Context: an optimization exercise on an open-source flow, tuned for small area, a short achievable clock period and few clock cycles per item. The choices shown serve that exercise and are no tape-out recipe.
Where RTL was checked, it was by simulation tests only, not by an equivalence proof against the original.
Only the layout flow was run in runs 1 and 5 to 7; the RTL was not checked for function there.
Power is estimated from default activity; no workload was simulated.

[flow/config.mk]
export PLATFORM = sky130hd
export DESIGN_NAME = mac_stream_seq
export DESIGN_NICKNAME = mac_stream_seq
export VERILOG_FILES = /design/flow/design.v
export SDC_FILE = /design/flow/constraint.sdc
export NUM_CORES = 4
export LEC_CHECK = 0
export CAP_MARGIN = 20
export CORE_MARGIN = 2
export CORE_UTILIZATION = 40
export SLEW_MARGIN = 20
[flow/constraint.sdc]
create_clock -name core_clock -period 10.0 [get_ports {clk}]
set_input_delay 2.0000 -clock core_clock [delete_from_list [all_inputs] [get_ports {clk}]]
set_output_delay 2.0000 -clock core_clock [all_outputs]
set_load 0.01 [all_outputs]
[flow/design.v]
module mult (
  input  logic [15:0] a_i,
  input  logic [7:0]  one_i,
  input  logic [7:0]  two_i,
  input  logic [7:0]  neg_i,
  output logic [15:0] s_o,
  output logic [15:0] c_o,
  output logic        c_lo_o
);
  logic [16:0] ax;
  logic [16:0] x0, x1, x2, x3, x4, x5, x6, x7;
  assign ax = {a_i[15], a_i};
  logic [7:0] nx;   
  assign nx = ~{x7[16], x6[16], x5[16], x4[16], x3[16], x2[16], x1[16], x0[16]};
  for (genvar j = 0; j < 17; j++) begin : g_pp0
    assign x0[j] = ((one_i[0] & ax[j]) | (two_i[0] & (j == 0 ? 1'b0 : ax[j == 0 ? 0 : j-1]))) ^ neg_i[0];
  end
  for (genvar j = 0; j < 17; j++) begin : g_pp1
    assign x1[j] = ((one_i[1] & ax[j]) | (two_i[1] & (j == 0 ? 1'b0 : ax[j == 0 ? 0 : j-1]))) ^ neg_i[1];
  end
  for (genvar j = 0; j < 17; j++) begin : g_pp2
    assign x2[j] = ((one_i[2] & ax[j]) | (two_i[2] & (j == 0 ? 1'b0 : ax[j == 0 ? 0 : j-1]))) ^ neg_i[2];
  end
  for (genvar j = 0; j < 17; j++) begin : g_pp3
    assign x3[j] = ((one_i[3] & ax[j]) | (two_i[3] & (j == 0 ? 1'b0 : ax[j == 0 ? 0 : j-1]))) ^ neg_i[3];
  end
  for (genvar j = 0; j < 17; j++) begin : g_pp4
    assign x4[j] = ((one_i[4] & ax[j]) | (two_i[4] & (j == 0 ? 1'b0 : ax[j == 0 ? 0 : j-1]))) ^ neg_i[4];
  end
  for (genvar j = 0; j < 17; j++) begin : g_pp5
    assign x5[j] = ((one_i[5] & ax[j]) | (two_i[5] & (j == 0 ? 1'b0 : ax[j == 0 ? 0 : j-1]))) ^ neg_i[5];
  end
  for (genvar j = 0; j < 17; j++) begin : g_pp6
    assign x6[j] = ((one_i[6] & ax[j]) | (two_i[6] & (j == 0 ? 1'b0 : ax[j == 0 ? 0 : j-1]))) ^ neg_i[6];
  end
  for (genvar j = 0; j < 17; j++) begin : g_pp7
    assign x7[j] = ((one_i[7] & ax[j]) | (two_i[7] & (j == 0 ? 1'b0 : ax[j == 0 ? 0 : j-1]))) ^ neg_i[7];
  end
  logic s1;
  logic k2;
  logic s3;
  logic k4;
  logic s5;
  logic k6;
  logic s7;
  logic k8;
  logic s9;
  logic k10;
  logic s11;
  logic k12;
  logic s13;
  logic k14;
  logic s15;
  logic k16;
  logic s17;
  logic k18;
  logic s19;
  logic k20;
  logic s21;
  logic k22;
  logic s23;
  logic k24;
  logic s25;
  logic k26;
  logic s27;
  logic k28;
  logic s29;
  logic k30;
  logic s31;
  logic k32;
  logic s33;
  logic k34;
  logic s35;
  logic k36;
  logic s37;
  logic k38;
  logic s39;
  logic k40;
  logic s41;
  logic k42;
  logic s43;
  logic k44;
  logic s45;
  logic k46;
  logic s47;
  logic k48;
  logic s49;
  logic k50;
  logic s51;
  logic k52;
  logic s53;
  logic k54;
  logic s55;
  logic k56;
  logic s57;
  logic k58;
  logic s59;
  logic k60;
  logic s61;
  logic k62;
  logic s63;
  logic k64;
  logic s65;
  logic k66;
  logic s67;
  logic k68;
  logic s69;
  logic k70;
  logic s71;
  logic k72;
  logic s73;
  logic k74;
  logic s75;
  logic k76;
  logic s77;
  logic k78;
  logic s79;
  logic k80;
  logic s81;
  logic k82;
  logic s83;
  logic k84;
  logic s85;
  logic k86;
  logic s87;
  logic k88;
  logic s89;
  logic k90;
  logic s91;
  logic k92;
  logic s93;
  logic k94;
  logic s95;
  logic k96;
  logic s97;
  logic k98;
  logic s99;
  logic k100;
  logic s101;
  logic k102;
  logic s103;
  logic k104;
  logic s105;
  logic k106;
  logic s107;
  logic k108;
  logic s109;
  logic k110;
  logic s111;
  logic k112;
  logic s113;
  logic k114;
  logic s115;
  logic k116;
  logic s117;
  logic k118;
  logic s119;
  logic k120;
  logic s121;
  logic k122;
  logic s123;
  logic k124;
  logic s125;
  logic k126;
  logic s127;
  logic k128;
  logic s129;
  logic k130;
  logic s131;
  logic k132;
  logic s133;
  logic k134;
  logic s135;
  logic k136;
  logic s137;
  logic k138;
  logic s139;
  logic k140;
  logic s141;
  logic k142;
  logic s143;
  logic k144;
  logic s145;
  logic k146;
  logic s147;
  logic k148;
  logic s149;
  logic k150;
  logic s151;
  logic k152;
  logic s153;
  logic k154;
  logic s155;
  logic k156;
  logic s157;
  logic k158;
  logic s159;
  logic k160;
  logic s161;
  logic k162;
  logic s163;
  logic k164;
  logic s165;
  logic k166;
  logic s167;
  logic k168;
  logic s169;
  logic k170;
  logic s171;
  logic k172;
  logic s173;
  logic k174;
  logic s175;
  logic k176;
  logic s177;
  logic k178;
  logic s179;
  logic k180;
  logic s181;
  logic k182;
  logic s183;
  logic k184;
  logic s185;
  logic k186;
  logic s187;
  logic k188;
  logic s189;
  logic k190;
  logic s191;
  logic k192;
  logic s193;
  logic k194;
  logic s195;
  logic k196;
  logic s197;
  logic k198;
  logic s199;
  logic k200;
  logic s201;
  logic k202;
  assign {k2, s1} = x0[10] + x1[8];
  assign {k4, s3} = x0[11] + x1[9];
  assign {k6, s5} = x0[12] + x1[10] + x2[8];
  assign {k8, s7} = x3[6] + x4[4];
  assign {k10, s9} = x0[13] + x1[11] + x2[9];
  assign {k12, s11} = x3[7] + x4[5];
  assign {k14, s13} = x0[14] + x1[12] + x2[10];
  assign {k16, s15} = x3[8] + x4[6] + x5[4];
  assign {k18, s17} = x6[2] + x7[0];
  assign {k20, s19} = x0[15] + x1[13] + x2[11];
  assign {k22, s21} = x3[9] + x4[7] + x5[5];
  assign {k24, s23} = x6[3] + x7[1];
  assign {k26, s25} = x0[16] + x1[14] + x2[12];
  assign {k28, s27} = x3[10] + x4[8] + x5[6];
  assign {k30, s29} = x6[4] + x7[2];
  assign {k32, s31} = x0[16] + x1[15] + x2[13];
  assign {k34, s33} = x3[11] + x4[9] + x5[7];
  assign {k36, s35} = x6[5] + x7[3];
  assign {k38, s37} = nx[0] + nx[1] + x2[14];
  assign {k40, s39} = x3[12] + x4[10] + x5[8];
  assign {k42, s41} = x6[6] + x7[4];
  assign {k44, s43} = 1'b1 + x2[15] + x3[13];
  assign {k46, s45} = x4[11] + x5[9] + x6[7];
  assign {k48, s47} = nx[2] + x3[14] + x4[12];
  assign {k50, s49} = 1'b1 + x3[15];
  assign {k52, s51} = x0[6] + x1[4];
  assign {k54, s53} = x0[7] + x1[5];
  assign {k56, s55} = x0[8] + x1[6] + x2[4];
  assign {k58, s57} = x3[2] + x4[0];
  assign {k60, s59} = x0[9] + x1[7] + x2[5];
  assign {k62, s61} = x3[3] + x4[1];
  assign {k64, s63} = s1 + x2[6] + x3[4];
  assign {k66, s65} = x4[2] + x5[0] + neg_i[5];
  assign {k68, s67} = k2 + s3 + x2[7];
  assign {k70, s69} = x3[5] + x4[3] + x5[1];
  assign {k72, s71} = k4 + s5 + s7;
  assign {k74, s73} = x5[2] + x6[0] + neg_i[6];
  assign {k76, s75} = k6 + k8 + s9;
  assign {k78, s77} = s11 + x5[3] + x6[1];
  assign {k80, s79} = k10 + k12 + s13;
  assign {k82, s81} = s15 + s17 + neg_i[7];
  assign {k84, s83} = k14 + k16 + k18;
  assign {k86, s85} = s19 + s21 + s23;
  assign {k88, s87} = k20 + k22 + k24;
  assign {k90, s89} = s25 + s27 + s29;
  assign {k92, s91} = k26 + k28 + k30;
  assign {k94, s93} = s31 + s33 + s35;
  assign {k96, s95} = k32 + k34 + k36;
  assign {k98, s97} = s37 + s39 + s41;
  assign {k100, s99} = k38 + k40 + k42;
  assign {k102, s101} = s43 + s45 + x7[5];
  assign {k104, s103} = k44 + k46 + s47;
  assign {k106, s105} = x5[10] + x6[8] + x7[6];
  assign {k108, s107} = k48 + s49 + x4[13];
  assign {k110, s109} = x5[11] + x6[9] + x7[7];
  assign {k112, s111} = k50 + nx[3] + x4[14];
  assign {k114, s113} = x5[12] + x6[10] + x7[8];
  assign {k116, s115} = 1'b1 + x4[15] + x5[13];
  assign {k118, s117} = x6[11] + x7[9];
  assign {k120, s119} = x0[4] + x1[2];
  assign {k122, s121} = x0[5] + x1[3];
  assign {k124, s123} = s51 + x2[2] + x3[0];
  assign {k126, s125} = k52 + s53 + x2[3];
  assign {k128, s127} = k54 + s55 + s57;
  assign {k130, s129} = k56 + k58 + s59;
  assign {k132, s131} = k60 + k62 + s63;
  assign {k134, s133} = k64 + k66 + s67;
  assign {k136, s135} = k68 + k70 + s71;
  assign {k138, s137} = k72 + k74 + s75;
  assign {k140, s139} = k76 + k78 + s79;
  assign {k142, s141} = k80 + k82 + s83;
  assign {k144, s143} = k84 + k86 + s87;
  assign {k146, s145} = k88 + k90 + s91;
  assign {k148, s147} = k92 + k94 + s95;
  assign {k150, s149} = k96 + k98 + s99;
  assign {k152, s151} = k100 + k102 + s103;
  assign {k154, s153} = k104 + k106 + s107;
  assign {k156, s155} = k108 + k110 + s111;
  assign {k158, s157} = k112 + k114 + s115;
  assign {k160, s159} = x0[2] + x1[0];
  assign {k162, s161} = x0[3] + x1[1];
  assign {k164, s163} = s119 + x2[0] + neg_i[2];
  assign {k166, s165} = k120 + s121 + x2[1];
  assign {k168, s167} = k122 + s123 + neg_i[3];
  assign {k170, s169} = k124 + s125 + x3[1];
  assign {k172, s171} = k126 + s127 + neg_i[4];
  assign {k174, s173} = k128 + s129 + s61;
  assign {k176, s175} = k130 + s131 + s65;
  assign {k178, s177} = k132 + s133 + s69;
  assign {k180, s179} = k134 + s135 + s73;
  assign {k182, s181} = k136 + s137 + s77;
  assign {k184, s183} = k138 + s139 + s81;
  assign {k186, s185} = k140 + s141 + s85;
  assign {k188, s187} = k142 + s143 + s89;
  assign {k190, s189} = k144 + s145 + s93;
  assign {k192, s191} = k146 + s147 + s97;
  assign {k194, s193} = k148 + s149 + s101;
  assign {k196, s195} = k150 + s151 + s105;
  assign {k198, s197} = k152 + s153 + s109;
  assign {k200, s199} = k154 + s155 + s113;
  assign {k202, s201} = k156 + s157 + s117;
  logic [8:0] lo_sum;
  assign lo_sum = {1'b0, k168, k166, k164, k162, k160, s159, x0[1], x0[0]} + {1'b0, s169, s167, s165, s163, s161, neg_i[1], 1'b0, neg_i[0]};
  assign c_lo_o = lo_sum[8];
  assign s_o = {k200, k198, k196, k194, k192, k190, k188, k186, k184, k182, k180, k178, k176, k174, k172, k170};
  assign c_o = {s201, s199, s197, s195, s193, s191, s189, s187, s185, s183, s181, s179, s177, s175, s173, s171};
endmodule
module mac_stream_seq (
  input  logic        clk,
  input  logic        rst,
  input  logic        in_valid,
  output logic        in_ready,
  input  logic [15:0] in_data,
  input  logic [15:0] in_weight,
  input  logic [15:0] bias,
  output logic        out_valid,
  input  logic        out_ready,
  output logic [15:0] out_res
);
  localparam int LEN   = 48;
  localparam int ACC_W = 22;
  logic [5:0]         cnt_q;
  logic               rdy_q;
  logic [1:0]         pend_q;
  logic               v0_q, f0_q, l0_q;
  logic [15:0]        a0_q, b_q;
  logic [7:0]         one0_q, two0_q, neg0_q;
  logic               v1_q, f1_q, l1_q;
  logic [15:0]        s1_q, c1_q;
  logic               cl1_q;
  logic [15:0]        s_d, c_d;
  logic               cl_d;
  logic [ACC_W-1:0]   acc_q;
  logic               done_q;
  logic               ov_q;
  logic [15:0]        res_q;
  logic        accept, first_in, last_in, take, out_load;
  logic [1:0]  pend_d;
  logic [15:0] prod;
  logic [15:0] sat_res;
  logic [16:0] wx;
  logic [7:0]  one_d, two_d, neg_d;
  assign first_in = (cnt_q == 6'd0);
  assign last_in  = (cnt_q == 6'(LEN - 1));
  assign accept   = in_valid && rdy_q;
  assign take     = ov_q && out_ready;
  assign out_load = done_q && (!ov_q || out_ready);
  assign pend_d   = pend_q + {1'b0, accept && last_in} - {1'b0, take};
  assign wx = {in_weight, 1'b0};
  always_comb begin
    for (int i = 0; i < 8; i++) begin
      one_d[i] = wx[2*i+1] ^ wx[2*i];
      two_d[i] = (wx[2*i+2] & ~wx[2*i+1] & ~wx[2*i]) | (~wx[2*i+2] & wx[2*i+1] & wx[2*i]);
      neg_d[i] = wx[2*i+2];
    end
  end
  mult u_mult (
    .a_i    (a0_q),
    .one_i  (one0_q),
    .two_i  (two0_q),
    .neg_i  (neg0_q),
    .s_o    (s_d),
    .c_o    (c_d),
    .c_lo_o (cl_d)
  );
  assign prod = s1_q + c1_q + {15'd0, cl1_q};
  always_comb begin
    if (acc_q[ACC_W-1:15] != {(ACC_W-15){acc_q[ACC_W-1]}})
      sat_res = acc_q[ACC_W-1] ? 16'h8000 : 16'h7FFF;
    else
      sat_res = acc_q[15:0];
  end
  always_ff @(posedge clk) begin
    a0_q   <= in_data;
    one0_q <= one_d;
    two0_q <= two_d;
    neg0_q <= neg_d;
    if (accept && first_in) b_q <= bias;
    s1_q   <= s_d;
    c1_q   <= c_d;
    cl1_q  <= cl_d;
    if (v1_q) acc_q <= (f1_q ? {{(ACC_W-16){b_q[15]}}, b_q} : acc_q) + {{(ACC_W-16){prod[15]}}, prod};
    if (out_load) res_q <= sat_res;
  end
  always_ff @(posedge clk) begin
    if (rst) begin
      cnt_q  <= '0;
      rdy_q  <= 1'b1;
      pend_q <= '0;
      v0_q   <= 1'b0;
      f0_q   <= 1'b0;
      l0_q   <= 1'b0;
      v1_q   <= 1'b0;
      f1_q   <= 1'b0;
      l1_q   <= 1'b0;
      done_q <= 1'b0;
      ov_q   <= 1'b0;
    end else begin
      if (accept) cnt_q <= last_in ? 6'd0 : cnt_q + 6'd1;
      pend_q <= pend_d;
      rdy_q  <= (pend_d != 2'd2);
      v0_q   <= accept;
      f0_q   <= first_in;
      l0_q   <= last_in;
      v1_q   <= v0_q;
      f1_q   <= f0_q;
      l1_q   <= v0_q && l0_q;
      done_q <= (v1_q && l1_q) || (done_q && !out_load);
      ov_q   <= out_load || (ov_q && !out_ready);
    end
  end
  assign in_ready  = rdy_q;
  assign out_valid = ov_q;
  assign out_res   = res_q;
endmodule
[flow/run.sh]
#!/bin/bash
# synth_recipe.tcl (not shown) runs the flow's synth.tcl, then flattens the netlist and writes it again
# the make line also repeats each setting of config.mk as NAME=value (left out here)
make -C /OpenROAD-flow-scripts/flow DESIGN_CONFIG=/design/flow/config.mk WORK_HOME=/design/flow/orfs CLKGATE_MAP_FILE= SYNTH_SCRIPT=/design/flow/synth_recipe.tcl finish
==> results of run 1 <==
[Yosys cell counts, types with 6 or more instances]
master    instances  share of area, %
a21o_1           25               1.8
a21oi_1          20              0.96
a22oi_1         109               7.8
a31oi_1           8              0.48
buf_1             7              0.25
clkbuf_1         58               2.1
dfxtp_1          90                17
edfxtp_1         54                16
fa_1             78                15
ha_1             60               7.2
inv_1            99               3.6
mux2_2           16               1.7
nand2_1          24              0.86
nand2b_1         15              0.90
nand3b_1          7              0.50
nor2_1           35               1.3
nor2b_1          12              0.72
nor3_1           10              0.48
o21a_1            6              0.43
o21ai_0          35               1.7
xnor2_1          90               7.6
xor2_1           77               6.5
[stage by stage]
stage               std cells  util, %
finish                   1376     46.0
global placement         1344     43.8
floorplan                1002        -
detailed placement       1344     43.8
CTS                      1376     46.0
global route             1376     46.0
[worst max path at each step]
stage | slack, ns | to | cells past startpoint | start
2_1_floorplan | 5.73 | acc_q[18] | 18 | s1_q[0]
3_3_place_gp | 5.27 | acc_q[18] | 18 | s1_q[0]
3_5_place_dp | 5.19 | acc_q[20] | 21 | c1_q[0]
4_1_cts | 5.17 | acc_q[20] | 21 | c1_q[0]
5_1_grt | 4.56 | acc_q[20] | 21 | c1_q[0]
6_report | 5.20 | acc_q[20] | 21 | c1_q[0]
[logic make-up after synthesis]
group,count (synthesis)
mux,19
xor+xnor,168
buf+inv,164
fa+ha+maj,139
simple gates,130
compound gates,238
flops,144
[state kept, by name, indices dropped and copies added, names as in the netlist, 2 cells and up]
name / flops
neg0_q: 8
cnt_q: 6
a0_q: 16
res_q: 16
c1_q: 16
pend_q: 2
acc_q: 22
two0_q: 8
s1_q: 16
one0_q: 8
b_q: 16
[power by group through the flow]
| stage | clock (µW) | combinational (µW) | sequential (µW) |
|---|---|---|---|
| CTS | 634 | 2730 | 1020 |
| floorplan | 0 | 2210 | 961 |
| global placement | 0 | 2640 | 1020 |
| detailed placement | 0 | 2700 | 1030 |
| finish | 620 | 2710 | 1020 |
| global route | 658 | 3110 | 1030 |
[area by class of cell]
type                       instances  area [µm²]  share of cell area, %
inverter                          99         372                   3.13
sequential                       144        3420                   28.8
tap                              335         419                   3.53
timing repair buffer              72         713                   6.00
clock buffer                      17         425                   3.58
multi-input combinational        694        6390                   53.8
clock inverter                    15         141                   1.19
[cells in the final DEF, fill, tap and decap left out, types with 24 or more instances in the layout]
master and instances:
edfxtp_1 54, dfxtp_1 90, xnor2_1 90, fa_1 78, nor2_1 35, inv_1 99, a21o_1 25, o21ai_0 35
clkdlybuf4s50_1 69, ha_1 60, nand2_1 24, xor2_1 77, a22oi_1 109
[layer usage]
metal	routed length, µm	global-route usage [%]
met5	0	0
met4	351	5.33
met3	805	2.72
met2	10200	28.2
met1	10200	21.3
[critical path, delay by kind of cell (launching register included)]
kind / cells / cell delay, ns
adders and majority gates: 3 / 0.97
buffers and inverters: 1 / 0.07
and+or+nand+nor: 4 / 0.50
xor gates and xnor gates: 1 / 0.09
DFF: 1 / 0.34
AOI/OAI and AO/OA: 12 / 2.59
==> flow_summary.ini, run 1 <==
[status]
status = timing/DRC/antenna clean

[logic_synthesis]
syn-mean-instance-area_um2 = 10.4
yosys.cell_types.count = 53
synth.yosys.seq_area_share_pct = 32.8
synth_async_sr_flop_share_pct = 0
yosys_most_used_dff = dfxtp_1
area_share_of_xor_xnor_cells_in_the_synthesized_design_pct = 14.2
mappedNetlistNets = 1192
ys_ff_latch = 144
synth-compound-area-share_pct = 16.4
largest_family_of_logic_cells_by_synthesized_area = adder cells
synth_fa_ha_area_share_pct = 22.3
cells_after_synth = 1002
yosys-mux-area-fraction_pct = 2.02
synth_simple_gate_area_share_pct = 6.32
ys_warn_count = 1
netlist_area_um2 = 10400
synth-edff-count = 54

[worst_setup_path]
regToRegStartpoint = c1_q[0]
worstSetupEndpointType = flip-flop
worstRegToRegCells = 21
critPathArrivalTime_ns = 4.98
worst_r2r_endpoint = acc_q[20]
crit_path_max_fanout = 3
crit_path_start_kind = flip-flop
cp.required_ns = 10.18
timing.reg2reg.setup_slack_ns = 5.20
critPathSlowestCell = fa_1
cp_slowest_stage_delay_ns = 0.40
critical_path.cell_chain = fa_1 -> inv_1 -> fa_1 -> nor2b_1 -> o21ai_0 -> a21boi_0 -> o21ai_0 -> a21boi_0 -> o2111ai_1 -> a31oi_1 -> nand4_1 -> o311ai_0 -> ha_1 -> and3_1 -> a211oi_1 -> a21boi_0 -> o21ai_0 -> a31oi_1 -> nor3_1 -> a31oi_1 -> xnor2_1
cp_class = reg2reg

[cts]
tritoncts_clock_tree = yes
post_cts.repair.setup_buffers = 0
cts_buffers = 17
clkSinkCount = 144
ctsResizeCount = 0
worst_skew_pair.late_latency_ns = 0.43
clk_transition_reported_paths_ns = 0.07
clock_path_buffers = 2
clk_tree_root_cell = clkbuf_16
cts-htree-levels = 4
cts_hold_repair.buffers = 0

[grt]
grt_ovf = 0
vias_in_the_first_global_route = 7221
global_route_wire_length_before_repair_mm = 35.7
largest_net_degree_at_the_start_of_global_routing = 28
antenna_found_initial = 0
grt_usage_pct = 16.5

[drt]
via_per_inst = 5.25
detail_route.first_pass.iterations = 5
totalWireLength_mm = 21.6
drtAntennaViolNets = 0
route.detailed.wl_per_inst_um = 15.7
detailedRoute.firstIterationViolations = 432
final_routed_drc_violation_total = 0
routed-via-count = 7218

[sta]
rsz0062_at_grt = no
setup_violations = 0
worst-slew-pin-transition_ns = 1.09
post-route-min-period_ns = 4.80
holdWs_ns = 0.428
clock.fmax_mhz = 209
clock-skew-final_ns = 0.00989
maxSlewViolCount = 0
period_share_pct = 48.0
hold_viol_final = 0
slew_headroom_pct = 27.4
setup_tns_ns = 0
worst_slack_ns = 5.20

[finish]
num-nets-final = 1218
number_of_antenna_diodes = 0
layout-area-overhead-vs-synth_pct = 14.0
design_area_um2 = 11900
fillers = 2428
final_layout_size_suffix_gt1_share_pct = 5.86

[power]
max-vdd-ir-drop_mv = 0.175
net-switching-power_uw = 1870
power.sequential.fraction_pct = 23.4
share_comb_of_total_power_pct = 62.3
pwr-share-clk_pct = 14.3
netSwitchingFraction_pct = 43.0
power-per-cell-area_nw_per_um2 = 365
total_power_uw = 4340
internal_power_uw = 2480
leakage_uw = 0.00484

[placement]
dp_worst_setup_slack_ns = 5.19
detailedPlacementHpwl_mm = 15.8
globalplace.congestion = 0.851
place.port_buffers = 69
dpl_cell_area_um2 = 11300

[floorplanning]
number_of_placement_rows = 59
core_area_um2 = 25800
overall_die_height_um = 165
io_pins = 70
die_area_um2 = 27400
initial_cell_density_of_the_core_pct = 40.4
die_width_um = 165

[min_path]
worst_hold_startpoint = l0_q
hold_depth = 1
timing.hold.worst.class = reg2reg
hold_path_end = l1_q

[job]
max_cap_violations = 0
==> inputs of run 2 (changes only) <==
--- a/flow/design.v
+++ b/flow/design.v
@@ -363,3 +363,3 @@
   logic               rdy_q;
-  logic [1:0]         pend_q;
+  logic               pnd1_q, pnd2_q;    
   logic               v0_q, f0_q, l0_q;
@@ -372,2 +372,4 @@
   logic               cl_d;
+  logic               f2_q, l2_q;
+  logic [15:0]        p2_q;
   logic [ACC_W-1:0]   acc_q;
@@ -376,4 +378,3 @@
   logic [15:0]        res_q;
-  logic        accept, first_in, last_in, take, out_load;
-  logic [1:0]  pend_d;
+  logic        accept, first_in, last_in, inc, dec, out_load, pnd2_d;
   logic [15:0] prod;
@@ -385,5 +386,6 @@
   assign accept   = in_valid && rdy_q;
-  assign take     = ov_q && out_ready;
+  assign inc      = accept && last_in;
+  assign dec      = ov_q && out_ready;
   assign out_load = done_q && (!ov_q || out_ready);
-  assign pend_d   = pend_q + {1'b0, accept && last_in} - {1'b0, take};
+  assign pnd2_d   = !dec && (pnd2_q || (pnd1_q && inc));
   assign wx = {in_weight, 1'b0};
@@ -421,3 +423,4 @@
     cl1_q  <= cl_d;
-    if (v1_q) acc_q <= (f1_q ? {{(ACC_W-16){b_q[15]}}, b_q} : acc_q) + {{(ACC_W-16){prod[15]}}, prod};
+    p2_q   <= v1_q ? prod : 16'd0;
+    acc_q  <= (f2_q ? {{(ACC_W-16){b_q[15]}}, b_q} : acc_q) + {{(ACC_W-16){p2_q[15]}}, p2_q};
     if (out_load) res_q <= sat_res;
@@ -428,3 +431,4 @@
       rdy_q  <= 1'b1;
-      pend_q <= '0;
+      pnd1_q <= 1'b0;
+      pnd2_q <= 1'b0;
       v0_q   <= 1'b0;
@@ -435,2 +439,4 @@
       l1_q   <= 1'b0;
+      f2_q   <= 1'b0;
+      l2_q   <= 1'b0;
       done_q <= 1'b0;
@@ -439,11 +445,14 @@
       if (accept) cnt_q <= last_in ? 6'd0 : cnt_q + 6'd1;
-      pend_q <= pend_d;
-      rdy_q  <= (pend_d != 2'd2);
+      pnd2_q <= pnd2_d;
+      pnd1_q <= (pnd1_q && (inc == dec)) || (pnd2_q && dec) || (!pnd1_q && !pnd2_q && inc);
+      rdy_q  <= !pnd2_d;
       v0_q   <= accept;
-      f0_q   <= first_in;
-      l0_q   <= last_in;
+      f0_q   <= accept && first_in;
+      l0_q   <= inc;
       v1_q   <= v0_q;
       f1_q   <= f0_q;
-      l1_q   <= v0_q && l0_q;
-      done_q <= (v1_q && l1_q) || (done_q && !out_load);
+      l1_q   <= l0_q;
+      f2_q   <= f1_q;
+      l2_q   <= l1_q;
+      done_q <= l2_q || (done_q && !out_load);
       ov_q   <= out_load || (ov_q && !out_ready);
--- a/flow/config.mk
+++ b/flow/config.mk
@@ -9,3 +9,3 @@
 export CORE_MARGIN = 2
-export CORE_UTILIZATION = 40
+export CORE_UTILIZATION = 65
 export SLEW_MARGIN = 20
==> flow_summary.ini, run 2 <==
[status]
status = timing/DRC/antenna clean

[cts]
clk_tree_root_cell = clkbuf_16
post_cts.repair.setup_buffers = 0
tritoncts_clock_tree = yes
clk_transition_reported_paths_ns = 0.06
cts_buffers = 17
clock_path_buffers = 2
ctsResizeCount = 0
worst_skew_pair.late_latency_ns = 0.43
clkSinkCount = 162
cts_hold_repair.buffers = 0
cts-htree-levels = 4

[min_path]
worst_hold_startpoint = f0_q
hold_depth = 1
timing.hold.worst.class = reg2reg
hold_path_end = f1_q

[worst_setup_path]
worstRegToRegCells = 7
cp_slowest_stage_delay_ns = 0.57
critical_path.cell_chain = inv_1 -> xnor2_1 -> fa_1 -> fa_1 -> inv_1 -> fa_1 -> fa_1
critical-path-top-cell-by-count = fa_1
crit_path_start_kind = flip-flop
critPathArrivalTime_ns = 3.80
timing.reg2reg.setup_slack_ns = 6.50
cp.required_ns = 10.30
worst_r2r_endpoint = c1_q[12]
worstSetupEndpointType = flip-flop
crit_path_max_fanout = 12
regToRegStartpoint = neg0_q[3]
cp_class = reg2reg
critPathSlowestCell = fa_1

[logic_synthesis]
ys_ff_latch = 162
synth.largest_area_cell = dfxtp_1
yosys.cell_types.count = 55
synth-edff-count = 32
syn-mean-instance-area_um2 = 10.1
ys_warn_count = 1
netlist_area_um2 = 10600
synth_async_sr_flop_share_pct = 0
yosys_most_used_dff = dfxtp_1
synth.top_cells.by_count = dfxtp_1 (130), a22oi_1 (107), inv_1 (95)
yosys.cell_count.top_type = dfxtp_1
synthTopCellsByArea = dfxtp_1 (25%), fa_1 (15%), edfxtp_1 (9.1%), a22oi_1 (7.6%), ha_1 (7.2%)
cells_after_synth = 1045
mappedNetlistNets = 1236
synth_top_area_share_pct = 24.6
synth.yosys.seq_area_share_pct = 33.7

[sta]
hold_viol_final = 0
rsz0062_at_grt = no
clock.fmax_mhz = 286
setup_violations = 0
clock-skew-final_ns = 0.0104
holdWs_ns = 0.435
setup_tns_ns = 0
worst-slew-pin-transition_ns = 1.02
maxSlewViolCount = 0
period_share_pct = 35.0
slew_headroom_pct = 32.1
post-route-min-period_ns = 3.50

[grt]
grt_usage_pct = 25.6
vias_in_the_first_global_route = 7435
grt_ovf = 0
largest_net_degree_at_the_start_of_global_routing = 24
antenna_found_initial = 0
global_route_wire_length_before_repair_mm = 36.0

[floorplanning]
overall_die_height_um = 132
die_area_um2 = 17300
io_pins = 70
core_area_um2 = 15900
number_of_placement_rows = 46
die_width_um = 132
initial_cell_density_of_the_core_pct = 66.6

[drt]
detailedRoute.firstIterationViolations = 535
detail_route.first_pass.iterations = 6
routed-via-count = 7437
totalWireLength_mm = 21.0
route.detailed.wl_per_inst_um = 16.2
drtAntennaViolNets = 0
final_routed_drc_violation_total = 0
via_per_inst = 5.73

[finish]
mostFrequentLayoutCells = dfxtp_1 (130), a22oi_1 (107), inv_1 (95), xor2_1 (83), xnor2_1 (82)
largest_register_ff_count = 22
registers.top_by_ff_count = acc_q
num-nets-final = 1260
multi_input_comb_area_um2 = 6420
number_of_antenna_diodes = 0
layout-area-overhead-vs-synth_pct = 12.4
fillers = 1155
seq_area_um2 = 3560
final_layout_size_suffix_gt1_share_pct = 5.08
most_common_cell_after_layout_fill_and_taps_aside = dfxtp_1

[power]
max-vdd-ir-drop_mv = 0.174
power-per-cell-area_nw_per_um2 = 269
leakage_uw = 0.00497

[job]
max_cap_violations = 0

[placement]
globalplace.congestion = 0.931
place.port_buffers = 69
detailedPlacementHpwl_mm = 15.4
## run 2: cell count changes in the layout (fill, tap and decap cells not counted), moves of 8 or more
cell,before,now
dfxtp_1,90,130
nor2_1,35,47
xnor2_1,90,82
a21o_1,25,16
edfxtp_1,54,32
a21oi_1,20,34
nand2_1,24,44
## run 2: worst max path at each step
stage | start | to | slack (ns) | cells after the start
final | neg0_q[3] | c1_q[12] | 6.50 | 7
after global placement | in_valid | b_q[11] | 6.47 | 5
after floorplan | in_valid | b_q[0] | 5.69 | 3
after detailed placement | in_valid | b_q[12] | 6.44 | 5
after CTS | neg0_q[1] | c1_q[6] | 6.52 | 8
after global routing | neg0_q[1] | c1_q[6] | 6.38 | 8
## run 2: kinds of logic (layout without fill, tap and decap cells)
family / Yosys count / count (layout) / share of synthesized area (%)
XOR/XNOR: 165 / 165 / 13.7
adder cells (fa/ha/maj): 139 / 139 / 22.0
flip-flops: 162 / 162 / 33.7
AND/OR/NAND/NOR: 156 / 156 / 7.15
multiplexers: 18 / 18 / 1.88
AO/OA/AOI/OAI: 244 / 244 / 15.9
buffers and inverters: 161 / 198 / 5.73
## run 2: per-layer routing
metal / part of all wire (%) / up-vias / global-route usage, %
li1: - / 3598 / -
met1: 42 / 3555 / 32.9
met2: 50 / 246 / 43.5
met3: 5.8 / 38 / 5.21
met4: 1.9 / 0 / 8.27
met5: 0 / - / 0
## run 2: power by group
part           switching, µW  total (µW)  internal (µW)  leakage [µW]
Clock                    272         634            362      0.000276
Combinational            858        1590            729       0.00331
Sequential               120         979            859       0.00138
Total                   1250        3200           1950       0.00497
## run 2: worst max-delay path: cells and delay by family, from the launching register on
family	cells	cell delay [ns]
xor gates and xnor gates	1	0.30
adders and majority gates	4	2.03
buffers and inverters	2	0.49
DFF	1	0.55
## run 2: through the flow
stage	setup WS, ns	std cells	cell area, µm²	power, µW	util [%]
floorplan	5.69	1045	10600	2230	-
global placement	6.47	1266	11300	2520	71.2
detailed placement	6.44	1266	11300	2590	71.2
CTS	6.52	1298	11900	3230	74.9
global route	6.38	1298	11900	3510	74.9
finish	6.50	1298	11900	3200	74.9
## run 2: final cells by class
cell class                 count  share of cell area (%)
multi-input combinational    722                    54.0
clock buffer                  20                    3.85
clock inverter                12                    1.04
tap                          216                    2.27
sequential                   162                    30.0
inverter                      95                    3.00
timing repair buffer          71                    5.93
Testbench counts of run 2, summed over its fixed seeds: cycles 15,400, items 320.
==> inputs of run 3 (changes only) <==
--- a/flow/config.mk
+++ b/flow/config.mk
@@ -9,3 +9,3 @@
 export CORE_MARGIN = 2
-export CORE_UTILIZATION = 65
+export CORE_UTILIZATION = 40
 export SLEW_MARGIN = 20
==> flow_summary.ini, run 3 <==
[worst_setup_path]
critical_path.cell_chain = a22oi_1 -> xor2_1 -> fa_1 -> inv_1 -> fa_1 -> inv_1 -> fa_1 -> fa_1 -> inv_1
cp.required_ns = 10.32
path_delay_family = adder cells
critical_path_buf_inv_count = 3
crit_path_start_kind = flip-flop
critPathSlowestCell = dfxtp_1
timing.reg2reg.setup_slack_ns = 6.54
worstRegToRegCells = 9
worstSetupEndpointType = flip-flop
crit_path_max_fanout = 16
cp_class = reg2reg
critical-path-top-cell-by-count = fa_1
cp_slowest_stage_delay_ns = 0.76
endpoint = c1_q[6]
regToRegStartpoint = a0_q[8]
worst_r2r_endpoint = c1_q[6]
crit_cells = 9
crit_start = a0_q[8]
critPathArrivalTime_ns = 3.79

[finish]
multi_input_comb_area_um2 = 6420
fillers = 2468
largest_register_ff_count = 22
final_layout_size_suffix_gt1_share_pct = 5.63
number_of_antenna_diodes = 0
registers.top_by_ff_count = acc_q
most_common_cell_after_layout_fill_and_taps_aside = dfxtp_1
seq_area_um2 = 3560
num-nets-final = 1262
mostFrequentLayoutCells = dfxtp_1 (130), a22oi_1 (107), inv_1 (95), xor2_1 (83), xnor2_1 (82)
layout-area-overhead-vs-synth_pct = 14.0
final_core_utilization_pct = 46.4

[logic_synthesis]
yosys.cell_types.count = 55
synth_top_area_share_pct = 24.6
yosys_most_used_dff = dfxtp_1
synth.yosys.seq_area_share_pct = 33.7
ys_ff_latch = 162
synthTopCellsByArea = dfxtp_1 (25%), fa_1 (15%), edfxtp_1 (9.1%), a22oi_1 (7.6%), ha_1 (7.2%)
synth.largest_area_cell = dfxtp_1
netlist_area_um2 = 10600
synth.top_cells.by_count = dfxtp_1 (130), a22oi_1 (107), inv_1 (95)
synth-edff-count = 32
synth_async_sr_flop_share_pct = 0
mappedNetlistNets = 1236
syn-mean-instance-area_um2 = 10.1
cells_after_synth = 1045
yosys.cell_count.top_type = dfxtp_1
ys_warn_count = 1

[cts]
clk_tree_root_cell = clkbuf_16
clk_transition_reported_paths_ns = 0.07
clkSinkCount = 162
ctsResizeCount = 0
cts-htree-levels = 4
cts_buffers = 17
clock_path_buffers = 2
cts_hold_repair.buffers = 0
tritoncts_clock_tree = yes
post_cts.repair.setup_buffers = 0
worst_skew_pair.late_latency_ns = 0.43

[drt]
final_routed_drc_violation_total = 0
met2WireLength_mm = 10.0
detailedRoute.firstIterationViolations = 405
met1Wirelength_mm = 10.2
totalWireLength_mm = 21.7
route.detailed.wl_per_inst_um = 15.3
drtAntennaViolNets = 0
wl_met3_mm = 1.18
routed-via-count = 7260
via_per_inst = 5.12
highest_metal_layer_with_signal_wires = met4
detail_route.first_pass.iterations = 5

[sta]
period_share_pct = 34.6
hold_viol_final = 0
clock-skew-final_ns = 0.0174
worst_slack_ns = 6.54
rsz0062_at_grt = no
setup_violations = 0
worst-slew-pin-transition_ns = 0.896
setup_tns_ns = 0
post-route-min-period_ns = 3.46
maxSlewViolCount = 0
clock.fmax_mhz = 289
slew_headroom_pct = 40.2

[grt]
grt_usage_pct = 16.6
antenna_found_initial = 0
global_route_wire_length_before_repair_mm = 37.6
largest_net_degree_at_the_start_of_global_routing = 24
vias_in_the_first_global_route = 7475
grt_ovf = 0

[placement]
detailedPlacementHpwl_mm = 15.9
dp_worst_setup_slack_ns = 6.43
place.port_buffers = 69
globalplace.congestion = 0.861

[min_path]
timing.hold.worst.class = reg2reg

[job]
max_cap_violations = 0

[power]
leakage_uw = 0.00498
power-per-cell-area_nw_per_um2 = 266
max-vdd-ir-drop_mv = 0.111

[floorplanning]
io_pins = 70
die_area_um2 = 27800
core_area_um2 = 26000
overall_die_height_um = 167
die_width_um = 167
number_of_placement_rows = 59
initial_cell_density_of_the_core_pct = 40.7

[status]
status = timing/DRC/antenna clean
-- run 3: layout make-up --
type	count	area share, %
flip-flops and latches	162	29.5
inverters	95	2.96
clock buffers	17	3.53
well taps	335	3.47
repair buffers	73	5.97
clock inverters	15	1.31
multi-input cells	722	53.2
-- run 3: worst min-delay path by stage --
| stage | slack [ns] | startpoint | depth (start not counted) | end |
|---|---|---|---|---|
| 6_report | 0.44 | l0_q | 1 | l1_q |
| 5_1_grt | 0.46 | l0_q | 1 | l1_q |
| 4_1_cts | 0.45 | l0_q | 1 | l1_q |
| 3_5_place_dp | 0.42 | f1_q | 1 | f2_q |
| 3_3_place_gp | 0.42 | l0_q | 1 | l1_q |
| 2_1_floorplan | 0.41 | l2_q | 2 | done_q |
-- run 3: cell families (layout without fill, tap and decap cells) --
kind of cell             Yosys count  after routing  synth area share [%]
multiplexers                      18             18                  1.88
XOR/XNOR                         165            165                  13.7
AO/OA/AOI/OAI                    244            244                  15.9
flip-flops                       162            162                  33.7
adder cells (fa/ha/maj)          139            139                  22.0
buffers and inverters            161            200                  5.73
AND/OR/NAND/NOR                  156            156                  7.15
-- run 3: metal layers --
| metal | vias to the layer above | GRT usage [%] |
|---|---|---|
| met5 | - | 0 |
| met4 | 0 | 5.06 |
| met3 | 22 | 2.97 |
| met2 | 209 | 26.8 |
| met1 | 3431 | 22.8 |
| li1 | 3598 | - |
-- run 3: power by group --
group	internal, µW	leakage, µW	total [µW]	switching (µW)
Combinational	731	0.00332	1590	855
Sequential	858	0.00138	977	118
Clock	334	0.000281	645	311
-- run 3: metrics by stage --
step                      total power [µW]  instances  cell area, µm²  hold WS, ns
after global routing                  3570       1419           12100        0.464
after detailed placement              2600       1387           11500        0.425
after global placement                2550       1387           11500        0.418
final                                 3210       1419           12100        0.440
after CTS                             3250       1419           12100        0.447
after floorplan                       2230       1045           10600        0.413
==> inputs of run 4 (changes only) <==
==> flow/flow/run.sh (new file) <==
#!/bin/bash
# Standard synthesis, then the standard layout with repair_timing aiming below the clock period.
set -euo pipefail
bash standard.sh synth > synth.log 2>&1
bash standard.sh SETUP_SLACK_MARGIN=6.8 finish > layout.log 2>&1
==> flow/standard.sh (new file) <==
#!/bin/bash
# synth_recipe.tcl (not shown) runs the flow's synth.tcl, then flattens the netlist and writes it again
# the make line also repeats each setting of config.mk as NAME=value (left out here)
make -C /OpenROAD-flow-scripts/flow DESIGN_CONFIG=/design/flow/config.mk WORK_HOME=/design/flow/orfs CLKGATE_MAP_FILE= SYNTH_SCRIPT=/design/flow/synth_recipe.tcl "${@:-finish}"
removed: flow/run.sh
==> flow_summary.ini, run 4 <==
[sta]
setup_tns_ns = 0
period_share_pct = 31.1
worst-slew-pin-transition_ns = 0.724
hold_viol_final = 0
clock-skew-final_ns = 0.0117
maxSlewViolCount = 0
post-route-min-period_ns = 3.11
clock.fmax_mhz = 322
setup_violations = 0
slew_headroom_pct = 51.7
rsz0062_at_grt = yes
worst_slack_ns = 6.89

[logic_synthesis]
synth.top_cells.by_count = dfxtp_1 (130), a22oi_1 (107), inv_1 (95)
synth-edff-count = 32
synth.largest_area_cell = dfxtp_1
synthTopCellsByArea = dfxtp_1 (25%), fa_1 (15%), edfxtp_1 (9.1%), a22oi_1 (7.6%), ha_1 (7.2%)
ys_warn_count = 1
synth.yosys.seq_area_share_pct = 33.7
yosys.cell_types.count = 55
mappedNetlistNets = 1236
cells_after_synth = 1045
yosys.cell_count.top_type = dfxtp_1
yosys_most_used_dff = dfxtp_1
ys_ff_latch = 162
netlist_area_um2 = 10600
syn-mean-instance-area_um2 = 10.1
synth_top_area_share_pct = 24.6
synth_async_sr_flop_share_pct = 0

[placement]
place.port_buffers = 69
dpl_cell_area_um2 = 11500
detailedPlacementHpwl_mm = 15.9
dp_worst_setup_slack_ns = 6.00
globalplace.congestion = 0.828

[worst_setup_path]
critPathArrivalTime_ns = 3.24
worstSetupEndpointType = flip-flop
crit_path_max_fanout = 17
crit_path_start_kind = input port
cp.required_ns = 10.14
cp_class = in2reg

[finish]
number_of_antenna_diodes = 0
num-nets-final = 1269
mostFrequentLayoutCells = a22oi_1 (106), dfxtp_1 (97), inv_1 (94), xor2_1 (82), xnor2_1 (82)
registers.top_by_ff_count = acc_q
layout-area-overhead-vs-synth_pct = 15.6
largest_register_ff_count = 22
design_area_um2 = 12200
most_common_cell_after_layout_fill_and_taps_aside = a22oi_1
final_layout_size_suffix_gt1_share_pct = 9.62

[grt]
global_route_wire_length_before_repair_mm = 36.9
antenna_found_initial = 0
grt_ovf = 0
grt_usage_pct = 16.2
largest_net_degree_at_the_start_of_global_routing = 24
vias_in_the_first_global_route = 7534

[cts]
clk_tree_root_cell = clkbuf_16
worst_skew_pair.late_latency_ns = 0.43
cts_buffers = 17
clock_path_buffers = 2
tritoncts_clock_tree = yes
cts-htree-levels = 4
clkSinkCount = 162
clk_transition_reported_paths_ns = 0.07

[drt]
routed-via-count = 7352
route.detailed.wl_per_inst_um = 15.1
via_per_inst = 5.16
drtAntennaViolNets = 0
final_routed_drc_violation_total = 0
detail_route.first_pass.iterations = 7
totalWireLength_mm = 21.6
detailedRoute.firstIterationViolations = 450

[job]
max_cap_violations = 0

[floorplanning]
initial_cell_density_of_the_core_pct = 40.7
core_area_um2 = 26000
number_of_placement_rows = 59
die_width_um = 167
die_area_um2 = 27800
io_pins = 70
overall_die_height_um = 167

[power]
internal_power_uw = 1950
max-vdd-ir-drop_mv = 0.106
power-per-cell-area_nw_per_um2 = 263
pwr-share-clk_pct = 20.5
netSwitchingFraction_pct = 39.5
power.sequential.fraction_pct = 30.3
leakage_uw = 0.00506
share_comb_of_total_power_pct = 49.3
net-switching-power_uw = 1270

[status]
status = timing/DRC/antenna clean

[min_path]
timing.hold.worst.class = reg2reg
-- run 4: changes by cell type in the layout (fill, tap and decap cells not counted), sizes merged --
cell / change
clkdlybuf4s50: -18
dlygate4sd2: +18
buf: +7
bufinv: +1
clkbuf: +1
clkinv: -1
inv: -1
-- run 4: power groups by stage --
stage          Combinational [µW]  Sequential (µW)  Clock [µW]
6_report                     1590              976         660
4_1_cts                      1610              979         680
2_1_floorplan                1310              923           0
3_3_place_gp                 1560              989           0
3_5_place_dp                 1600              991           0
5_1_grt                      1880              994         701
-- run 4: cells by family after synthesis --
logic type,synth area share [%]
DFF,33.7
AOI/OAI and AO/OA,15.9
xor gates and xnor gates,13.7
buffers and inverters,5.73
adders and majority gates,22.0
muxes,1.88
and+or+nand+nor,7.15
-- run 4: timing repair --
item,4_1_cts,5_1_grt
setup endpoints to repair,62,21
gates cloned,0,0
setup buffers,3,6
resized for setup,48,26
hold buffers,0,0
pin swaps,1,0
-- run 4: layout make-up --
| type | count | area [µm²] |
|---|---|---|
| Timing Repair Buffer | 80 | 763 |
| Sequential cell | 162 | 3650 |
| Clock buffer | 18 | 429 |
| Fill cell | 2453 | 13700 |
| Tap cell | 335 | 419 |
| Multi-Input combinational cell | 722 | 6450 |
| Inverter | 95 | 360 |
| Clock inverter | 14 | 165 |
-- run 4: worst max-delay path, cell delays in order --
cell	delay, ns
clkdlybuf4s50_1	0.48
and2_4	0.17
nand3b_1	0.12
nor4_4	0.28
buf_12	0.19
-- run 4: path summary, 6_finish.rpt --
path,cells past startpoint,to,slack (ns),startpoint
max reg2reg,7,c1_q[12],6.90,two0_q[6]
max,5,b_q[7],6.89,in_valid
min,2,done_q,0.44,l2_q
min reg2reg,2,done_q,0.44,l2_q
-- run 4: per-stage QoR --
step / instances / hold slack [ns] / total power (µW) / utilization, %
final: 1426 / 0.437 / 3220 / 47.1
after global routing: 1426 / 0.455 / 3570 / 47.1
after CTS: 1420 / 0.440 / 3270 / 46.7
after detailed placement: 1385 / 0.425 / 2590 / 44.2
after global placement: 1385 / 0.420 / 2550 / 44.2
after floorplan: 1045 / 0.413 / 2230 / -
-- run 4: metal layers --
| layer | global-route usage, % | up-vias | wire [µm] |
|---|---|---|---|
| met5 | 0 | - | 0 |
| met4 | 5.36 | 0 | 228 |
| met3 | 2.69 | 20 | 1100 |
| met2 | 27.2 | 205 | 10200 |
| met1 | 21.2 | 3505 | 10100 |
| li1 | - | 3622 | - |
==> inputs of run 5 (changes only) <==
--- a/flow/design.v
+++ b/flow/design.v
@@ -363,2 +363,3 @@
   logic               rdy_q;
+  logic               arm_q;             
   logic               pnd1_q, pnd2_q;    
@@ -388,3 +389,3 @@
   assign dec      = ov_q && out_ready;
-  assign out_load = done_q && (!ov_q || out_ready);
+  assign out_load = done_q && !ov_q;
   assign pnd2_d   = !dec && (pnd2_q || (pnd1_q && inc));
@@ -419,3 +420,3 @@
     neg0_q <= neg_d;
-    if (accept && first_in) b_q <= bias;
+    if (arm_q) b_q <= bias;
     s1_q   <= s_d;
@@ -431,2 +432,3 @@
       rdy_q  <= 1'b1;
+      arm_q  <= 1'b1;
       pnd1_q <= 1'b0;
@@ -448,2 +450,3 @@
       rdy_q  <= !pnd2_d;
+      arm_q  <= !pnd2_d && (accept ? last_in : first_in);
       v0_q   <= accept;
==> flow/run.sh (new file) <==
#!/bin/bash
# synth_recipe.tcl (not shown) runs the flow's synth.tcl, then flattens the netlist and writes it again
# the make line also repeats each setting of config.mk as NAME=value (left out here)
make -C /OpenROAD-flow-scripts/flow DESIGN_CONFIG=/design/flow/config.mk WORK_HOME=/design/flow/orfs CLKGATE_MAP_FILE= SYNTH_SCRIPT=/design/flow/synth_recipe.tcl finish
removed: flow/flow/run.sh
removed: flow/standard.sh
==> flow_summary.ini, run 5 <==
[status]
status = timing/DRC/antenna clean

[cts]
clock_path_buffers = 2
cts_buffers = 17
tritoncts_clock_tree = yes
clk_tree_root_cell = clkbuf_16
clk_transition_reported_paths_ns = 0.07
worst_skew_pair.late_latency_ns = 0.44
cts-htree-levels = 4
cts_hold_repair.buffers = 0
clkSinkCount = 163
post_cts.repair.setup_buffers = 0
ctsResizeCount = 0

[drt]
route.detailed.wl_per_inst_um = 15.6
drtAntennaViolNets = 0
routed-via-count = 7611
detail_route.first_pass.iterations = 5
via_per_inst = 5.21
final_routed_drc_violation_total = 0
detailedRoute.firstIterationViolations = 458
wl_met3_um = 901
met2WireLength_mm = 11.0
met1Wirelength_mm = 10.6
highest_metal_layer_with_signal_wires = met4
totalWireLength_mm = 22.8

[job]
max_cap_violations = 0

[floorplanning]
die_width_um = 169
number_of_placement_rows = 60
overall_die_height_um = 169
io_pins = 70
initial_cell_density_of_the_core_pct = 40.5
die_area_um2 = 28500
core_area_um2 = 26800

[grt]
vias_in_the_first_global_route = 7649
global_route_wire_length_before_repair_mm = 38.4
grt_usage_pct = 16.7
grt_ovf = 0
antenna_found_initial = 0
largest_net_degree_at_the_start_of_global_routing = 24

[worst_setup_path]
timing.reg2reg.setup_slack_ns = 6.45
crit_path_max_fanout = 17
cp_class = reg2reg
worstRegToRegCells = 9
crit_path_start_kind = flip-flop
critical_path.cell_chain = a22oi_1 -> xor2_1 -> fa_1 -> inv_1 -> fa_1 -> inv_1 -> fa_1 -> fa_1 -> inv_1
critPathSlowestCell = dfxtp_1
critical-path-top-cell-by-count = fa_1
critical_path_buf_inv_count = 3
path_delay_family = adder cells
cp_slowest_stage_delay_ns = 0.80
worst_r2r_endpoint = c1_q[6]
regToRegStartpoint = one0_q[2]
cp.required_ns = 10.33
critPathArrivalTime_ns = 3.88
worstSetupEndpointType = flip-flop

[sta]
post-route-min-period_ns = 3.55
hold_viol_final = 0
period_share_pct = 35.5
setup_violations = 0
worst_slack_ns = 6.45
slew_headroom_pct = 33.6
maxSlewViolCount = 0
setup_tns_ns = 0
clock-skew-final_ns = 0.0164
worst-slew-pin-transition_ns = 0.995
clock.fmax_mhz = 282
rsz0062_at_grt = no

[logic_synthesis]
synth_async_sr_flop_share_pct = 0
ys_ff_latch = 163
yosys_most_used_dff = dfxtp_1
cells_after_synth = 1091
yosys.cell_types.count = 62
synth_top_area_share_pct = 24.1
netlist_area_um2 = 10900
synth.yosys.seq_area_share_pct = 33.0
synth.top_cells.by_count = dfxtp_1 (131), a22oi_1 (107), inv_1 (101)
yosys.cell_count.top_type = dfxtp_1
synth-edff-count = 32
synthTopCellsByArea = dfxtp_1 (24%), fa_1 (14%), edfxtp_1 (8.8%), a22oi_1 (7.4%), ha_1 (7.0%)
synth.largest_area_cell = dfxtp_1
syn-mean-instance-area_um2 = 9.96
mappedNetlistNets = 1282
ys_warn_count = 1

[power]
max-vdd-ir-drop_mv = 0.154
leakage_uw = 0.00508
total_power_uw = 3220
power-per-cell-area_nw_per_um2 = 262

[finish]
mostFrequentLayoutCells = dfxtp_1 (131), a22oi_1 (107), inv_1 (101), xnor2_1 (80)
number_of_antenna_diodes = 0
most_common_cell_after_layout_fill_and_taps_aside = dfxtp_1
design_area_um2 = 12300
registers.top_by_ff_count = acc_q
layout-area-overhead-vs-synth_pct = 13.3
largest_register_ff_count = 22
fillers = 2537
final_layout_size_suffix_gt1_share_pct = 5.36
num-nets-final = 1297

[placement]
globalplace.congestion = 0.828
dpl_cell_area_um2 = 11700
place.port_buffers = 69
dp_worst_setup_slack_ns = 6.29
detailedPlacementHpwl_mm = 17.1

[min_path]
hold_path_end = f2_q
worst_hold_startpoint = f1_q
timing.hold.worst.class = reg2reg
hold_depth = 1
## run 5: through the flow
step	hold WS, ns	instances	util (%)
4_1_cts	0.437	1460	45.9
5_1_grt	0.461	1460	45.9
3_3_place_gp	0.419	1428	43.7
6_report	0.435	1460	45.9
2_1_floorplan	0.413	1091	-
3_5_place_dp	0.420	1428	43.7
## run 5: power breakdown
part	leakage, µW	switching [µW]	internal [µW]
combinational	0.00338	859	733
sequential	0.00140	115	846
clock	0.000300	298	373
## run 5: kinds of logic after synthesis
group / share of synthesized area [%]
AOI/OAI and AO/OA: 15.7
and+or+nand+nor: 8.49
buffers and inverters: 6.23
DFF: 33.0
xor gates and xnor gates: 12.7
adders and majority gates: 21.4
muxes: 2.49
## run 5: worst max path at each step
stage,start,end,cells past startpoint
after CTS,neg0_q[2],c1_q[6],8
final,one0_q[2],c1_q[6],9
after detailed placement,in_valid,arm_q,6
after floorplan,neg0_q[0],c1_q[6],10
after global placement,in_valid,arm_q,6
after global routing,f2_q,acc_q[18],10
## run 5: final cells by class
type,instances,area [µm²],area share [%]
clock inverters,11,103,0.834
inverters,101,379,3.08
repair buffers,71,706,5.73
clock buffers,21,504,4.10
flip-flops and latches,163,3580,29.1
multi-input cells,752,6610,53.7
well taps,341,427,3.47
## run 5: worst reg2reg max path, delay by kind of cell (launching register included)
family,cells,cell delay (ns)
adder cells (fa/ha/maj),4,2.09
flip-flops,1,0.80
AO/OA/AOI/OAI,1,0.22
XOR/XNOR,1,0.20
buffers and inverters,3,0.14
## run 5: per-layer routing
layer	up-vias	track usage, %
met1	3662	21.4
met5	-	0
met4	0	3.94
met3	20	3.18
li1	3759	-
met2	170	29.2
==> inputs of run 6 (changes only) <==
--- a/flow/config.mk
+++ b/flow/config.mk
@@ -10,2 +10,3 @@
 export CORE_UTILIZATION = 40
+export CTS_BUF_LIST = sky130_fd_sc_hd__clkbuf_4 sky130_fd_sc_hd__clkbuf_8
 export SLEW_MARGIN = 20
==> flow_summary.ini, run 6 <==
[worst_setup_path]
crit_path_start_kind = flip-flop
cp.required_ns = 10.35
worstSetupEndpointType = flip-flop
critPathArrivalTime_ns = 3.88
cp_class = reg2reg
crit_path_max_fanout = 12

[drt]
route.detailed.wl_per_inst_um = 15.7
final_routed_drc_violation_total = 0
via_per_inst = 5.23
detail_route.first_pass.iterations = 5
drtAntennaViolNets = 0
routed-via-count = 7639
met2WireLength_mm = 11.2
totalWireLength_mm = 22.9
wl_met3_um = 822
met1Wirelength_mm = 10.7
detailedRoute.firstIterationViolations = 436
highest_metal_layer_with_signal_wires = met4

[placement]
dp_worst_setup_slack_ns = 6.29
globalplace.congestion = 0.828
place.port_buffers = 69
detailedPlacementHpwl_mm = 17.1

[floorplanning]
die_area_um2 = 28500
die_width_um = 169
core_area_um2 = 26800
overall_die_height_um = 169
initial_cell_density_of_the_core_pct = 40.5
io_pins = 70
number_of_placement_rows = 60

[logic_synthesis]
yosys_most_used_dff = dfxtp_1
synth.largest_area_cell = dfxtp_1
synth_top_area_share_pct = 24.1
netlist_area_um2 = 10900
synth.top_cells.by_count = dfxtp_1 (131), a22oi_1 (107), inv_1 (101)
synth_async_sr_flop_share_pct = 0
syn-mean-instance-area_um2 = 9.96
mappedNetlistNets = 1282
cells_after_synth = 1091
yosys.cell_types.count = 62
ys_ff_latch = 163
yosys.cell_count.top_type = dfxtp_1
synthTopCellsByArea = dfxtp_1 (24%), fa_1 (14%), edfxtp_1 (8.8%), a22oi_1 (7.4%), ha_1 (7.0%)
ys_warn_count = 1
synth-edff-count = 32
synth.yosys.seq_area_share_pct = 33.0

[grt]
antenna_found_initial = 0
vias_in_the_first_global_route = 7663
grt_usage_pct = 16.7
grt_ovf = 0
global_route_wire_length_before_repair_mm = 38.4
largest_net_degree_at_the_start_of_global_routing = 24

[sta]
maxSlewViolCount = 0
rsz0062_at_grt = no
period_share_pct = 35.3
post-route-min-period_ns = 3.53
slew_headroom_pct = 32.9
clock.fmax_mhz = 283
clock-skew-final_ns = 0.0239
worst_slack_ns = 6.47
setup_tns_ns = 0
worst-slew-pin-transition_ns = 1.01
hold_viol_final = 0
setup_violations = 0

[cts]
tritoncts_clock_tree = yes
clock_path_buffers = 2
clk_tree_root_cell = clkbuf_8
post_cts.repair.setup_buffers = 0
cts-htree-levels = 4
worst_skew_pair.late_latency_ns = 0.47
cts_buffers = 17
cts_hold_repair.buffers = 0
clkSinkCount = 163
ctsResizeCount = 0
clk_transition_reported_paths_ns = 0.10

[power]
power-per-cell-area_nw_per_um2 = 254
max-vdd-ir-drop_mv = 0.106
leakage_uw = 0.00500

[finish]
most_common_cell_after_layout_fill_and_taps_aside = dfxtp_1
fillers = 2562
largest_register_ff_count = 22
layout-area-overhead-vs-synth_pct = 11.7
mostFrequentLayoutCells = dfxtp_1 (131), a22oi_1 (107), inv_1 (101), xnor2_1 (80)
registers.top_by_ff_count = acc_q
num-nets-final = 1297
final_layout_size_suffix_gt1_share_pct = 5.45
number_of_antenna_diodes = 0

[job]
max_cap_violations = 0

[status]
status = timing/DRC/antenna clean

[min_path]
timing.hold.worst.class = reg2reg
run 6: worst paths after layout:
path | startpoint | cells after the start | to | slack, ns
max | neg0_q[3] | 7 | c1_q[12] | 6.47
min | f0_q | 1 | f1_q | 0.44
max reg2reg | neg0_q[3] | 7 | c1_q[12] | 6.47
min reg2reg | f0_q | 1 | f1_q | 0.44
run 6: per-layer routing:
metal	vias up	track usage, %
met3	20	3.04
met1	3708	21.4
met4	0	3.71
met5	-	0
li1	3753	-
met2	158	29.3
run 6: report_power, final:
part	internal, µW	leakage [µW]	switching [µW]
sequential	845	0.00140	115
combinational	733	0.00338	861
clock	259	0.000222	274
run 6: kinds of logic after synthesis:
kind of cell	share of synthesized area (%)
AOI/OAI and AO/OA	15.7
DFF	33.0
buffers and inverters	6.23
xor gates and xnor gates	12.7
muxes	2.49
adders and majority gates	21.4
and+or+nand+nor	8.49
run 6: critical path: stages, from the launching register on:
cell and delay [ns]:
dfxtp_1 0.59, inv_1 0.46, xnor2_1 0.33, fa_1 0.49, fa_1 0.55, inv_1 0.05, fa_1 0.55, fa_1 0.40
run 6: final cells by class:
type	count	area [µm²]	share of cell area (%)
Multi-Input combinational cell	752	6610	54.4
Sequential cell	163	3580	29.5
Timing Repair Buffer	71	706	5.82
Tap cell	341	427	3.52
Inverter	101	379	3.12
Clock buffer	18	241	1.99
Clock inverter	14	193	1.59
run 6: metrics by stage:
| stage | std cells | power, µW | utilization, % | cell area [µm²] | hold slack, ns |
|---|---|---|---|---|---|
| 2_1_floorplan | 1091 | 2210 | - | 10900 | 0.413 |
| 3_3_place_gp | 1428 | 2530 | 43.7 | 11700 | 0.419 |
| 3_5_place_dp | 1428 | 2580 | 43.7 | 11700 | 0.420 |
| 4_1_cts | 1460 | 3130 | 45.3 | 12100 | 0.446 |
| 5_1_grt | 1460 | 3410 | 45.3 | 12100 | 0.467 |
| 6_report | 1460 | 3090 | 45.3 | 12100 | 0.443 |
==> inputs of run 7 (changes only) <==
==> flow/flow/run.sh (new file) <==
#!/bin/bash
# Standard synthesis, then the standard layout with: port buffers of a fixed small cell type,
# and repair_timing aiming below the clock period (a larger setup slack margin).
set -euo pipefail
bash standard.sh synth > synth.log 2>&1
bash standard.sh SETUP_SLACK_MARGIN=7.0 'BUFFER_PORTS_ARGS=-buffer_cell sky130_fd_sc_hd__buf_2' finish > layout.log 2>&1
==> flow/standard.sh (new file) <==
#!/bin/bash
# synth_recipe.tcl (not shown) runs the flow's synth.tcl, then flattens the netlist and writes it again
# the make line also repeats each setting of config.mk as NAME=value (left out here)
make -C /OpenROAD-flow-scripts/flow DESIGN_CONFIG=/design/flow/config.mk WORK_HOME=/design/flow/orfs CLKGATE_MAP_FILE= SYNTH_SCRIPT=/design/flow/synth_recipe.tcl "${@:-finish}"
removed: flow/run.sh
==> flow_summary.ini, run 7 <==
[logic_synthesis]
cells_after_synth = 1091
area_share_of_xor_xnor_cells_in_the_synthesized_design_pct = 12.7
mappedNetlistNets = 1282
synth_simple_gate_area_share_pct = 8.49
synth-edff-count = 32
largest_family_of_logic_cells_by_synthesized_area = adder cells
yosys.cell_types.count = 62
synth.largest_area_cell = dfxtp_1
synth.yosys.seq_area_share_pct = 33.0
yosys_most_used_dff = dfxtp_1
syn-mean-instance-area_um2 = 9.96
synth_async_sr_flop_share_pct = 0
synth.top_cells.by_count = dfxtp_1 (131), a22oi_1 (107), inv_1 (101)
yosys-mux-area-fraction_pct = 2.49
synthTopCellsByArea = dfxtp_1 (24%), fa_1 (14%), edfxtp_1 (8.8%), a22oi_1 (7.4%), ha_1 (7.0%)
synth_fa_ha_area_share_pct = 21.4
ys_ff_latch = 163
synth_top_area_share_pct = 24.1
netlist_area_um2 = 10900
ys_warn_count = 1
yosys.cell_count.top_type = dfxtp_1
synth-compound-area-share_pct = 15.7

[placement]
globalplace.congestion = 0.857
detailedPlacementHpwl_mm = 17.3
place.port_buffers = 69
dp_worst_setup_slack_ns = 6.50

[worst_setup_path]
cp_slowest_stage_delay_ns = 0.50
critical-path-top-cell-by-count = fa_1
worstSetupEndpointType = flip-flop
critPathArrivalTime_ns = 3.37
critPathSlowestCell = fa_1
cp.required_ns = 10.35
crit_path_start_kind = flip-flop
critical_path.cell_chain = buf_4 -> a22oi_1 -> xor2_1 -> fa_1 -> fa_1 -> inv_1 -> fa_1 -> fa_1
critical_path_buf_inv_count = 2
path_delay_family = adder cells
timing.reg2reg.setup_slack_ns = 6.98
crit_path_max_fanout = 10
cp_class = reg2reg

[power]
power-per-cell-area_nw_per_um2 = 251
leakage_uw = 0.00525
netSwitchingFraction_pct = 40.5
power.sequential.fraction_pct = 30.7
internal_power_uw = 1860
max-vdd-ir-drop_mv = 0.0966
pwr-share-clk_pct = 17.2
share_comb_of_total_power_pct = 52.1
net-switching-power_uw = 1270

[cts]
clk_tree_root_cell = clkbuf_8
cts-htree-levels = 4
clock_path_buffers = 2
cts_buffers = 17
clk_transition_reported_paths_ns = 0.10
cts_hold_repair.buffers = 0
worst_skew_pair.late_latency_ns = 0.47
clkSinkCount = 163
tritoncts_clock_tree = yes

[grt]
grt_usage_pct = 17.3
global_route_wire_length_before_repair_mm = 39.5
largest_net_degree_at_the_start_of_global_routing = 24
antenna_found_initial = 0
vias_in_the_first_global_route = 7862
grt_ovf = 0

[sta]
rsz0062_at_grt = yes
clock.fmax_mhz = 331
maxSlewViolCount = 0
setup_violations = 0
clock-skew-final_ns = 0.0196
worst-slew-pin-transition_ns = 0.798
slew_headroom_pct = 46.7
period_share_pct = 30.2
worst_slack_ns = 6.98
hold_viol_final = 0
setup_tns_ns = 0
post-route-min-period_ns = 3.02

[finish]
layout-area-overhead-vs-synth_pct = 14.5
mostFrequentLayoutCells = inv_1 (96), a22oi_1 (91), dfxtp_1 (91), xnor2_1 (77), fa_1 (77)
most_common_cell_after_layout_fill_and_taps_aside = inv_1
largest_register_ff_count = 22
num-nets-final = 1338
fillers = 2523
number_of_antenna_diodes = 0
registers.top_by_ff_count = acc_q
final_core_utilization_pct = 46.4
final_layout_size_suffix_gt1_share_pct = 21.1

[min_path]
timing.hold.worst.class = reg2reg

[drt]
detail_route.first_pass.iterations = 5
drtAntennaViolNets = 0
routed-via-count = 7878
route.detailed.wl_per_inst_um = 16.0
final_routed_drc_violation_total = 0
detailedRoute.firstIterationViolations = 446
via_per_inst = 5.25
totalWireLength_mm = 23.9

[floorplanning]
initial_cell_density_of_the_core_pct = 40.5
io_pins = 70
die_width_um = 169
number_of_placement_rows = 60
die_area_um2 = 28500
overall_die_height_um = 169
core_area_um2 = 26800

[job]
max_cap_violations = 0

[status]
status = timing/DRC/antenna clean
## run 7: area by class of cell
type                            instances  area (µm²)  area share (%)
Multi-Input combinational cell        752        6780            54.5
Clock inverter                         13         183            1.47
Tap cell                              341         427            3.43
Timing Repair Buffer                  112         704            5.66
Sequential cell                       163        3710            29.8
Clock buffer                           19         255            2.05
Inverter                              101         383            3.08
## run 7: final timing paths
check | endpoint | start | cells after the start
max reg2reg | c1_q[10] | one0_q[2] | 8
min reg2reg | f1_q | f0_q | 1
min | f1_q | f0_q | 1
max | c1_q[10] | one0_q[2] | 8
## run 7: routing by layer
metal	part of all wire [%]	track usage, %	vias up
met5	0	0	-
met4	1.5	4.84	0
met3	5.2	3.09	28
met2	49	29.8	244
met1	44	22.2	3774
li1	-	-	3832
## run 7: cell families after synthesis
logic type | Yosys count
AOI/OAI and AO/OA | 251
xor gates and xnor gates | 158
adders and majority gates | 139
buffers and inverters | 176
DFF | 163
muxes | 25
and+or+nand+nor | 179
## run 7: stage by stage
step | hold slack [ns] | instances | instance area [µm²] | total power (µW)
floorplan | 0.413 | 1091 | 11100 | 2230
global placement | 0.416 | 1427 | 11400 | 2530
detailed placement | 0.427 | 1427 | 11400 | 2580
CTS | 0.450 | 1477 | 12100 | 3140
global route | 0.460 | 1501 | 12400 | 3460
finish | 0.447 | 1501 | 12400 | 3130
## run 7: repair_timing
| item | in CTS | in global routing |
|---|---|---|
| endpoints found under the setup margin | 52 | 43 |
| hold endpoints to repair | 0 | 0 |
| buffers inserted | 18 | 24 |
| gates resized for setup | 66 | 30 |
| cloned | 0 | 0 |
| pin swaps | 0 | 18 |
## run 7: power by group through the flow
stage / clock network, µW / logic [µW] / registers, µW
2_1_floorplan: 0 / 1320 / 909
3_3_place_gp: 0 / 1550 / 980
3_5_place_dp: 0 / 1600 / 983
4_1_cts: 560 / 1620 / 964
5_1_grt: 584 / 1890 / 980
6_report: 538 / 1630 / 960

==> port drivers added, routing unchanged <==
The flow's constraints put no driver on any port. The routed layouts listed below were extracted and timed again, unchanged, in two steps.
Step 1: set_driving_cell puts a clkbuf_16 on clk and a buf_2 on each other input, an assumption about the parent block.
Step 2 moves the port delays by t, midway between the first and last clock arrival at a register: inputs arrive t later, outputs are due t later. That takes back most of the time a late clock gives input paths.
Three values: ideal ports, drivers, drivers and shift; two values: the first two.
run	t, ns	setup slack, ns	worst hold slack (ns)
run 1	0.473	5.204 / 5.204 / 5.204	0.428 / 0.428 / 0.428
run 2	0.468	6.502 / 6.502 / 6.424	0.435 / 0.435 / 0.435
run 3	0.471	6.535 / 6.535 / 6.454	0.440 / 0.440 / 0.440
run 4	0.469	6.892 / 6.867 / 6.444	0.437 / 0.437 / 0.437
run 5	0.475	6.450 / 6.450 / 6.272	0.435 / 0.435 / 0.435
run 6	0.498	6.471 / 6.459 / 6.274	0.443 / 0.443 / 0.443
run 7	0.506	6.981 / 6.959 / 6.694	0.447 / 0.447 / 0.447
After both steps every run listed still meets setup and hold. For run 4, which loses most, drivers alone change the setup slack by -0.025 ns; drivers and shift together by -0.448 ns.
